This design comes from an exercise in tuning for small area, a short achievable clock period and few clock cycles per item on the open sky130 flow, not from production work.
Function was checked by simulation only, so behaviour that the tests miss may differ from the original.

Setup of quartz:
Design polygon_bounds_and_area, start of the top module:
module polygon_bounds_and_area
#(
    parameter int MAX_VERTICES = 4096,
    parameter int COORD_BITS   = 24
)
(
    input  logic         clk,
    input  logic         rst_n,
    input  logic [48:0]  in_data,
    input  logic         in_valid,
    output logic         in_ready,
    output logic [173:0] out_data,
    output logic         out_valid,
    input  logic         out_ready
);
    localparam int W = COORD_BITS;
    localparam logic [12:0] COUNT_MAX = 13'(MAX_VERTICES);
    logic signed [W-1:0] in_x;
    logic signed [W-1:0] in_y;
    logic                in_last;
    assign in_x    = in_data[48:25];
    assign in_y    = in_data[24:1];
    assign in_last = in_data[0];
    logic [1:0]          st_reg;         
    logic                pend_reg;       
    logic [1:0]          pend_n_reg;     
    logic signed [W-1:0] first_x_reg;
    logic signed [W-1:0] first_y_reg;
    logic signed [W-1:0] prev_x_reg;
    logic signed [W-1:0] prev_y_reg;
    logic                m1_valid_reg;
    logic                m1_close_reg;   
  ...
Settings: LEC_CHECK=0, ABC_AREA=1, CAP_MARGIN=20, CORE_MARGIN=2, CORE_UTILIZATION=40, PLACE_DENSITY=0.75, SLEW_MARGIN=20; clock period 10.0 ns.
standard.sh (not shown) runs the stock make flow with config.mk's settings and CLKGATE_MAP_FILE= SYNTH_SCRIPT=/design/flow/synth_recipe.tcl, a recipe that flattens the netlist after the stock synthesis.
==> flow/flow/run.sh <==
#!/bin/bash
# The standard layout (standard.sh: standard synthesis, floorplan, place, CTS, route,
# finish), with two settings changed:
#  - port buffers are sky130_fd_sc_hd__buf_1 (the resizer may still upsize them).
# The full make output goes to standard.log in the work folder; ORFS's per-step logs stay
# under orfs/logs.
set -euo pipefail
export SETUP_SLACK_MARGIN=5.6
export BUFFER_PORTS_ARGS="-buffer_cell sky130_fd_sc_hd__buf_1"
bash standard.sh > standard.log 2>&1
quartz: flow completed, timing, DRC and antenna clean
Testbench counts of quartz, summed over its fixed seeds: cycles 24,285, vertices 24,070.
What violet does differently from quartz at the input level:
diff --git a/flow/config.mk b/flow/config.mk
--- a/flow/config.mk
+++ b/flow/config.mk
@@ -12 +12,2 @@
-export PLACE_DENSITY = 0.75
+export CTS_CLUSTER_DIAMETER = 60
+export CTS_CLUSTER_SIZE = 20
==> comparison <==
Total length of routed met3 wires, violet and quartz: higher on quartz. In the reports for violet and quartz, the larger number of nets at the end of the flow belongs to violet. On via count, the higher figure sits with quartz, not violet.

* * *

v5:
Another version of the RTL of polygon_bounds_and_area (not shown whole).
Size: about 4400 cells after synthesis, roughly 480 flip-flops, roughly 230 I/O pins.
Settings: LEC_CHECK=0, ABC_AREA=1, CAP_MARGIN=20, CORE_MARGIN=2, CORE_UTILIZATION=40, SLEW_MARGIN=20; clock period 10.0 ns.
==> flow/flow/run.sh <==
#!/bin/bash
# The standard layout (standard.sh: standard synthesis, floorplan, place, CTS, route,
# finish), with two settings changed:
#  - port buffers are sky130_fd_sc_hd__buf_1 (the resizer may still upsize them).
# The full make output goes to standard.log in the work folder; ORFS's per-step logs stay
# under orfs/logs.
set -euo pipefail
export SETUP_SLACK_MARGIN=5.3
export BUFFER_PORTS_ARGS="-buffer_cell sky130_fd_sc_hd__buf_1"
bash standard.sh > standard.log 2>&1
Testbench counts of v5, summed over its fixed seeds: cycles 24,380, vertices 24,070.
The inputs of v46 differ from those of v5 as listed below.
- clearing ABC_AREA, which used to be 1
- putting ABC_CLOCK_PERIOD_IN_PS at 5000 where nothing was set
-- flow/flow/run.sh --
<<< v5, line 8
export SETUP_SLACK_MARGIN=5.3
>>> v46, line 8
export SETUP_SLACK_MARGIN=5.6
### Flow results
Looking at total routed wirelength, v46 sits 35% above v5. Comparing v5 and v46, the lower number of buffers inserted to repair setup after CTS was measured on v5. Of v5 and v46, v46 shows the higher utilization after layout, with v5 below it. Of the two values seen for cell with the largest stage delay on the worst path, fa_1 was produced by v46 and clkinvlp_2 by v5.
Input changes introduced in v44 (baseline for comparison: v46):
- SETUP_SLACK_MARGIN: unset -> 5.0
==> flow/run.sh (new file) <==
#!/bin/bash
# synth_recipe.tcl (not shown) runs the flow's synth.tcl, then flattens the netlist and writes it again
# the make line also repeats each setting of config.mk as NAME=value (left out here)
make -C /OpenROAD-flow-scripts/flow DESIGN_CONFIG=/design/flow/config.mk WORK_HOME=/design/flow/orfs CLKGATE_MAP_FILE= SYNTH_SCRIPT=/design/flow/synth_recipe.tcl finish
removed: flow/flow/run.sh
removed: flow/standard.sh
[summary]
Changes observed in v44 relative to v46: sequential portion of the cell area went up 1.0 points; worst setup slack went down by 0.43 ns; clock-buffer cell count went down by 2.9%; met1 track demand over resource moved down; total via count in the routed design decreased 1978. v44 against v46: maximum fanout along the worst path went up by 4. Net total in the final layout (v44 vs. v46) decreases by a few percent.
Input-level comparison between v18 and v44:
- SETUP_SLACK_MARGIN removed (was 5.0)
- ABC_CLOCK_PERIOD_IN_PS removed (was 5000)
- ABC_AREA newly set to 1
==> flow/flow/run.sh (new file) <==
#!/bin/bash
# The standard layout (standard.sh: standard synthesis, floorplan, place, CTS, route,
# finish), with two settings changed:
#  - port buffers are sky130_fd_sc_hd__buf_1 (the resizer may still upsize them).
# The full make output goes to standard.log in the work folder; ORFS's per-step logs stay
# under orfs/logs.
set -euo pipefail
export SETUP_SLACK_MARGIN=5.6
export BUFFER_PORTS_ARGS="-buffer_cell sky130_fd_sc_hd__buf_1"
bash standard.sh > standard.log 2>&1
==> flow/standard.sh (new file) <==
#!/bin/bash
# synth_recipe.tcl (not shown) runs the flow's synth.tcl, then flattens the netlist and writes it again
# the make line also repeats each setting of config.mk as NAME=value (left out here)
make -C /OpenROAD-flow-scripts/flow DESIGN_CONFIG=/design/flow/config.mk WORK_HOME=/design/flow/orfs CLKGATE_MAP_FILE= SYNTH_SCRIPT=/design/flow/synth_recipe.tcl "${@:-finish}"
removed: flow/run.sh
### Flow results
Note that the maximum frequency recorded for v44 amounts to 0.910 times the value seen in v18.
On clock-buffer cell count, the lower figure sits with v44, not v18.
Sort v18 and v44 by fraction of area in registers, descending, and v18 comes first.
The total routing resource utilization after global routing of v18 falls short of that of v44 by 0.39 points.
Going from v44 to v18, number of tap cells added at floorplan now sits lower, area used by multi-input combinational logic now sits lower.
Final period demand of the worst path on v18 is down relative to v44.

## separate check: timing with driven ports
In the flow no input, the clock included, has a driving cell. The finished layouts below were timed again as built, in two steps.
Step 1, drivers: a clkbuf_16 drives clk and a buf_2 each remaining input, both assumed.
Step 2 adds t to the input delays and takes it off the output delays; t is the mean of the earliest and latest rising clock arrival at the registers after step 1. Input paths then give back, and output paths get back, about the clock's delay inside the block.
Three values: ideal ports, drivers, drivers and shift; two values: the first two.
run	t, ns	slack for setup (ns)	worst hold slack (ns)	worst setup path after step 2	slew at the worst register clock pin (ns)
quartz	0.690	5.482 / 5.482 / 5.085	0.426 / 0.426 / 0.426	input to register	0.07 / 0.07
violet	0.733	5.471 / 5.471 / 5.049	0.420 / 0.420 / 0.420	input to register	0.08 / 0.08
v5	0.713	5.316 / 5.316 / 5.308	0.420 / 0.420 / 0.420	input to register	0.07 / 0.07
v46	0.722	5.474 / 5.470 / 4.981	0.416 / 0.416 / 0.416	input to register	0.08 / 0.08
v44	0.727	5.048 / 5.024 / 4.528	0.431 / 0.431 / 0.431	input to register	0.06 / 0.06
v18	0.726	5.495 / 5.495 / 5.116	0.419 / 0.419 / 0.419	input to register	0.07 / 0.07
After both steps setup and hold are still met in every run listed. The setup slack of v44, which loses most, moves by -0.024 ns with the drivers and by -0.520 ns with both steps.
